Background: an optimization exercise with open tools, aiming at small area, a short achievable clock period and few clock cycles per item. Do not read the settings as production practice.
Function was checked by simulation only, so behaviour that the tests miss may differ from the original.
No activity file was given, so power comes from the tool's default toggle rates.

[design/flow/design.v]
module iter_multiplier #(
    parameter int unsigned XLEN           = 64,
    parameter int unsigned BITS_PER_CYCLE = 2
) (
    input  logic            clk,
    input  logic            rst_n,
    input  logic            mul_start,
    input  logic [XLEN-1:0] a,
    input  logic [XLEN-1:0] b,
    input  logic [1:0]      op,
    input  logic            word,
    input  logic            next,
    output logic [XLEN-1:0] mul_result,
    output logic            mul_ok,
    output logic            busy
);
    localparam int unsigned N_FULL = XLEN / BITS_PER_CYCLE;
    localparam int unsigned N_WORD = 32 / BITS_PER_CYCLE;
    localparam int unsigned CW     = $clog2(N_FULL + 1);
    localparam logic [1:0] OP_MUL   = 2'b00;
    localparam logic [1:0] OP_MULH  = 2'b01;
    localparam logic [1:0] OP_MULHU = 2'b11;
    typedef enum logic [1:0] {
        S_IDLE,
        S_CALC,
        S_FIX,
        S_DONE
    } state_t;
    state_t              state_q, state_d;
    logic [1:0]          op_q, op_d;
    logic                word_q, word_d;
    logic                neg_q, neg_d;
    logic [2*XLEN-1:0]   mcand_q, mcand_d;
    logic [XLEN-1:0]     mplier_q, mplier_d;
    logic [2*XLEN-1:0]   acc_q, acc_d;
    logic [CW-1:0]       cnt_q, cnt_d;
    logic [XLEN-1:0]     result_q, result_d;
    logic                ok_q, ok_d;
    logic [XLEN-1:0]     a_ext, b_ext, a_mag, b_mag;
    logic                a_neg, b_neg;
    logic [2*XLEN-1:0]   partial, prod_fix;
    logic [XLEN-1:0]     rest, sel;
    always_comb begin
        a_ext = word ? {{(XLEN-32){a[31]}}, a[31:0]} : a;
        b_ext = word ? {{(XLEN-32){b[31]}}, b[31:0]} : b;
        a_neg = (word || (op != OP_MULHU)) && a_ext[XLEN-1];
        b_neg = (word || (op == OP_MUL) || (op == OP_MULH)) && b_ext[XLEN-1];
        a_mag = a_neg ? ('0 - a_ext) : a_ext;
        b_mag = b_neg ? ('0 - b_ext) : b_ext;
    end
    always_comb begin
        partial = '0;
        for (int unsigned i = 0; i < BITS_PER_CYCLE; i++) begin
            if (mplier_q[i]) begin
                partial = partial + (mcand_q << i);
            end
        end
        rest     = mplier_q >> BITS_PER_CYCLE;
        prod_fix = neg_q ? ('0 - acc_q) : acc_q;
        if (word_q) begin
            sel = {{(XLEN-32){prod_fix[31]}}, prod_fix[31:0]};
        end else if (op_q == OP_MUL) begin
            sel = prod_fix[XLEN-1:0];
        end else begin
            sel = prod_fix[2*XLEN-1:XLEN];
        end
    end
    always_comb begin
        state_d  = state_q;
        op_d     = op_q;
        word_d   = word_q;
        neg_d    = neg_q;
        mcand_d  = mcand_q;
        mplier_d = mplier_q;
        acc_d    = acc_q;
        cnt_d    = cnt_q;
        result_d = result_q;
        ok_d     = ok_q;
        if (next) begin
            state_d = S_IDLE;
            ok_d    = 1'b0;
        end else begin
            unique case (state_q)
                S_IDLE: begin
                    if (mul_start) begin
                        op_d     = op;
                        word_d   = word;
                        neg_d    = a_neg ^ b_neg;
                        mcand_d  = {{XLEN{1'b0}}, a_mag};
                        mplier_d = b_mag;
                        acc_d    = '0;
                        cnt_d    = word ? CW'(N_WORD) : CW'(N_FULL);
                        state_d  = S_CALC;
                    end
                end
                S_CALC: begin
                    acc_d    = acc_q + partial;
                    mcand_d  = mcand_q << BITS_PER_CYCLE;
                    mplier_d = rest;
                    cnt_d    = cnt_q - CW'(1);
                    if (cnt_q == CW'(1)) begin
                        state_d = S_FIX;
                    end
                end
                S_FIX: begin
                    result_d = sel;
                    ok_d     = 1'b1;
                    state_d  = S_DONE;
                end
                S_DONE: begin
                end
                default: state_d = S_IDLE;
            endcase
        end
    end
    always_ff @(posedge clk or negedge rst_n) begin
        if (!rst_n) begin
            state_q  <= S_IDLE;
            op_q     <= '0;
            word_q   <= 1'b0;
            neg_q    <= 1'b0;
            mcand_q  <= '0;
            mplier_q <= '0;
            acc_q    <= '0;
            cnt_q    <= '0;
            result_q <= '0;
            ok_q     <= 1'b0;
        end else begin
            state_q  <= state_d;
            op_q     <= op_d;
            word_q   <= word_d;
            neg_q    <= neg_d;
            mcand_q  <= mcand_d;
            mplier_q <= mplier_d;
            acc_q    <= acc_d;
            cnt_q    <= cnt_d;
            result_q <= result_d;
            ok_q     <= ok_d;
        end
    end
    assign mul_result = result_q;
    assign mul_ok     = ok_q;
    assign busy       = (state_q == S_CALC) || (state_q == S_FIX);
endmodule
[design/flow/run.sh]
#!/bin/bash
# synth_recipe.tcl (not shown) runs the flow's synth.tcl, then flattens the netlist and writes it again
# the make line also repeats each setting of config.mk as NAME=value (left out here)
make -C /OpenROAD-flow-scripts/flow DESIGN_CONFIG=/design/flow/config.mk WORK_HOME=/design/flow/orfs CLKGATE_MAP_FILE= SYNTH_SCRIPT=/design/flow/synth_recipe.tcl finish
[design/flow/config.mk]
export PLATFORM = sky130hd
export DESIGN_NAME = iter_multiplier
export DESIGN_NICKNAME = iter_multiplier
export VERILOG_FILES = /design/flow/design.v
export SDC_FILE = /design/flow/constraint.sdc
export NUM_CORES = 4
export LEC_CHECK = 0
export CAP_MARGIN = 20
export CORE_MARGIN = 2
export CORE_UTILIZATION = 40
export SLEW_MARGIN = 20
[design/flow/constraint.sdc]
create_clock -name core_clock -period 7.5 [get_ports {clk}]
set_input_delay 1.5000 -clock core_clock [delete_from_list [all_inputs] [get_ports {clk}]]
set_output_delay 1.5000 -clock core_clock [all_outputs]
set_load 0.01 [all_outputs]
==> results.yml <==
worst_hold_path:
  hold_path.class: "reg -> reg"
clock_network:
  cts_inserted_buffers: 51
  cts_tree: "done"
  cts_root_buf: "clkbuf_16"
  clk_pin_slew_ns: 0.06
  clock_path_buffers: 3
  hold_buffers: 0
  clk_latency_ns: 0.67
  cts_max_level: 2
  cts_sinks: 397
logic_synthesis:
  synth_warnings: 1
  ys_ff_latch: 397
  synthTopCellsByArea: "dfrtp_1 24%, nand2_1 7.6%, o21ai_0 7.5%, ha_1 6.5%, xnor2_1 6.0%"
  async_flop_share_pct: 100.0
  synth_top_family_by_area: "compound AO/OA/AOI/OAI gates"
  yosys.area_share.adder_pct: 6.561
  synthesis.area_um2: 41990
  syn_inst: 5789
  synth_edf_count: 0
  yosys.area.top_type: "dfrtp_1"
  synth_compound_area_share_pct: 26.77
  ys_types: 88
  netlist.area_leader.share_pct: 23.66
  synth_flop_cell: "dfrtp_1"
  synth_seq_area_share_pct: 23.66
  syn_avg_cell_area_um2: 7.254
  yosys-mux-area-fraction_pct: 2.187
  yosys.area_share.simple_pct: 24.57
  syn_nets: 6143
  synthXorXnorAreaFrac_pct: 11.26
detailed_routing:
  ant_nets: 0
  wl_um: 157200
  dr.pass1.iters: 8
  drt_iter0_markers: 4105
  remaining_drc_errors: 0
  post_drt_wl_per_cell_um: 21.76
  via_per_inst: 5.958
  vias: 43040
setup_path:
  criticalPathCategory: "reg -> reg"
  crit_slowest_cell: "dfrtp_4"
  crit_path_end_kind: "register"
  cp-start-kind: "register"
  crit_fanout: 65
  cp.arrival_ns: 7.69
  cp.required_ns: 8.03
  cp_slowest_stage_delay_ns: 0.52
floorplanning:
  core_um2: 103800
  rows: 118
  ios: 201
  die_h_um: 328.0
  chipWidth_um: 328.0
  start_util_pct: 40.46
  die_area_um2: 107600
run_status:
  outcome: "complete, no violations"
timing:
  post-route-period-util_pct: 95.47
  worst_slew_pin_slew_ns: 1.193
  rsz0062_at_grt: "true"
  fmaxAchievable_ghz: 0.1397
  slew_headroom_pct: 19.65
  fin_worst_skew_ns: 0.03146
  drv_slew: 0
  finalHoldViolCount: 0
  setup_violations: 0
  post-route-min-period_ns: 7.160
place:
  dpl.hpwl_um: 123300
  portBuffers: 200
  gp_congestion: 1.008
  place_inst: 7119
  placed_area_um2: 45720
global_routing:
  grt_max_degree: 213
  grt_usage_pct: 28.42
  grt_overflow_total: 0
  grt_pass1_vias: 39950
  grt_pass1_wl_um: 242000
  antenna_found_initial: 7
layout:
  fin_nets: 6152
  area_growth_pct: 13.44
  stdcell_area_um2: 47640
  fin_cells: 7223
  drive_gt1_share_pct: 7.447
power_and_ir_drop:
  ir_worst_vdd_mv: 0.2325
  p_per_area_nw_per_um2: 360.9
  power.leakage_nw: 20.34
flow_run:
  cap_violations: 0
placed cells by master, fill, tap and decap left out, types with 80 or more instances in the layout:
cell type        netlist  final
inv_1                129    128
ha_1                 217    216
a21o_1               123    123
xor2_1               247    247
nand3_1              131    129
o21ai_0              631    617
xnor2_1              290    290
nor2_1               410    407
o31ai_1               83     80
nand4_1              113    113
nand2_1              855    854
buf_4                  0    169
a21oi_1              487    483
dfrtp_1              397    394
clkdlybuf4s50_1        0    198
and2_1                80     80
nor3_1               112    110
logic make-up (layout without fill, tap and decap cells):
| logic type | after synthesis | in the layout |
|---|---|---|
| other | 0 | 2 |
| AO/OA/AOI/OAI | 1841 | 1841 |
| AND/OR/NAND/NOR | 2152 | 2152 |
| buffers and inverters | 554 | 606 |
| adder cells (fa/ha/maj) | 219 | 219 |
| XOR/XNOR | 538 | 538 |
| flip-flops | 397 | 397 |
| multiplexers | 88 | 88 |
flip-flops by register name (all words and copies together) (netlist names):
| register | flops |
|---|---|
| cnt_q | 6 |
| mplier_q | 64 |
| mcand_q | 128 |
| word_q | 1 |
| state_q | 2 |
| neg_q | 1 |
| op_q | 2 |
| acc_q | 128 |
| ok_q | 1 |
| result_q | 64 |
cell usage after synthesis (all sizes together) (123+ instances only):
| master | n |
|---|---|
| nor2 | 410 |
| a21o | 123 |
| xor2 | 247 |
| nand2 | 855 |
| a21oi | 487 |
| ha | 217 |
| xnor2 | 290 |
| dfrtp | 397 |
| inv | 129 |
| clkbuf | 388 |
| nand3 | 132 |
| o21ai | 636 |
critical path, delay by kind of cell, from the launching register on:
kind | cells | cell delay, ns
fa+ha+maj | 2 | 0.73
mux | 1 | 0.31
simple gates | 8 | 1.94
compound gates | 12 | 2.32
flops | 1 | 0.52
buf+inv | 5 | 0.91
xor+xnor | 2 | 0.30
metal layers:
metal  wire, µm  GRT usage [%]  vias to the layer above
met2      67390          42.92                     1486
met5         57              0                        -
met4       4906          8.566                        8
li1           -              -                    20800
met3      10630          4.112                      214
met1      74200          41.61                    20530
worst paths after layout:
kind,from,endpoint,slack (ns),cells past startpoint
max,mplier_q[0]$_DFFE_PN0P_,acc_q[127]$_DFFE_PN0P_,0.34,30
min in group asynchronous,rst_n,mplier_q[57]$_DFFE_PN0P_,0.81,1
min,result_q[55]$_DFFE_PN0P_,result_q[55]$_DFFE_PN0P_,0.47,2
min reg2reg,result_q[55]$_DFFE_PN0P_,result_q[55]$_DFFE_PN0P_,0.47,2
max in group asynchronous,rst_n,mplier_q[1]$_DFFE_PN0P_,5.47,2
max reg2reg,mplier_q[0]$_DFFE_PN0P_,acc_q[127]$_DFFE_PN0P_,0.34,30
stage by stage:
| stage | TNS [ns] | power, mW | hold WS, ns | setup WS [ns] | util (%) |
|---|---|---|---|---|---|
| after global placement | -0.5373 | 14.32 | 0.4502 | -0.1967 | 44.05 |
| after global routing | -0.03002 | 18.44 | 0.4891 | -0.03002 | 45.90 |
| after floorplan | -0.04727 | 10.87 | 0.4391 | -0.04727 | - |
| after detailed placement | -0.3773 | 14.37 | 0.4564 | -0.1549 | 44.05 |
| after CTS | 0 | 17.05 | 0.4700 | 0.05840 | 45.75 |
| final | 0 | 17.19 | 0.4659 | 0.3397 | 45.90 |
power by group:
part           internal [mW]  total [mW]  switching [mW]
Clock                   1.52        2.62            1.11
Sequential              2.82        4.05            1.23
Combinational           3.97        10.5            6.56
cell type report:
cell class / count / area [µm²]
well taps: 1380 / 1727
repair buffers: 381 / 3492
fillers: 10620 / 56150
clock buffers: 59 / 1356
clock inverters: 37 / 400.4
flip-flops and latches: 397 / 9946
inverters: 129 / 486.7
multi-input cells: 4838 / 30230
diodes: 2 / 5.005
repair_timing:
action	4_1_cts	5_1_grt
gates resized for setup	2	24
endpoints found under the setup margin	4	18
pin swaps	0	7
endpoints found under the hold margin	0	0
buffers inserted	0	5
Testbench counts, summed over its fixed seeds: cycles 72,536, items 2,400.

[separate check: timing with driven ports]
In the flow no input, the clock included, has a driving cell. The finished layout below was timed again as built, in two steps. Step 1: set_driving_cell puts a clkbuf_16 on clk and a buf_2 on each other input, an assumption about the parent block. Step 2 times the ports against the registers' clock, not the clock port: input delays grow and output delays shrink by t, the midpoint of the rising clock arrivals with the driver on. a / b / c = ideal ports / drivers / drivers and shift; a / b = the first two.
shift t [ns]: 0.720
setup slack, ns: 0.340 / 0.340 / 0.340
worst setup path at the end: register to register
worst register clock-pin slew, ns: 0.07 / 0.07
cell pins on the clock port's net: 1
After both steps this run still meets setup and hold. For this run, drivers alone change the setup slack by 0.000 ns; drivers and shift together by 0.000 ns.
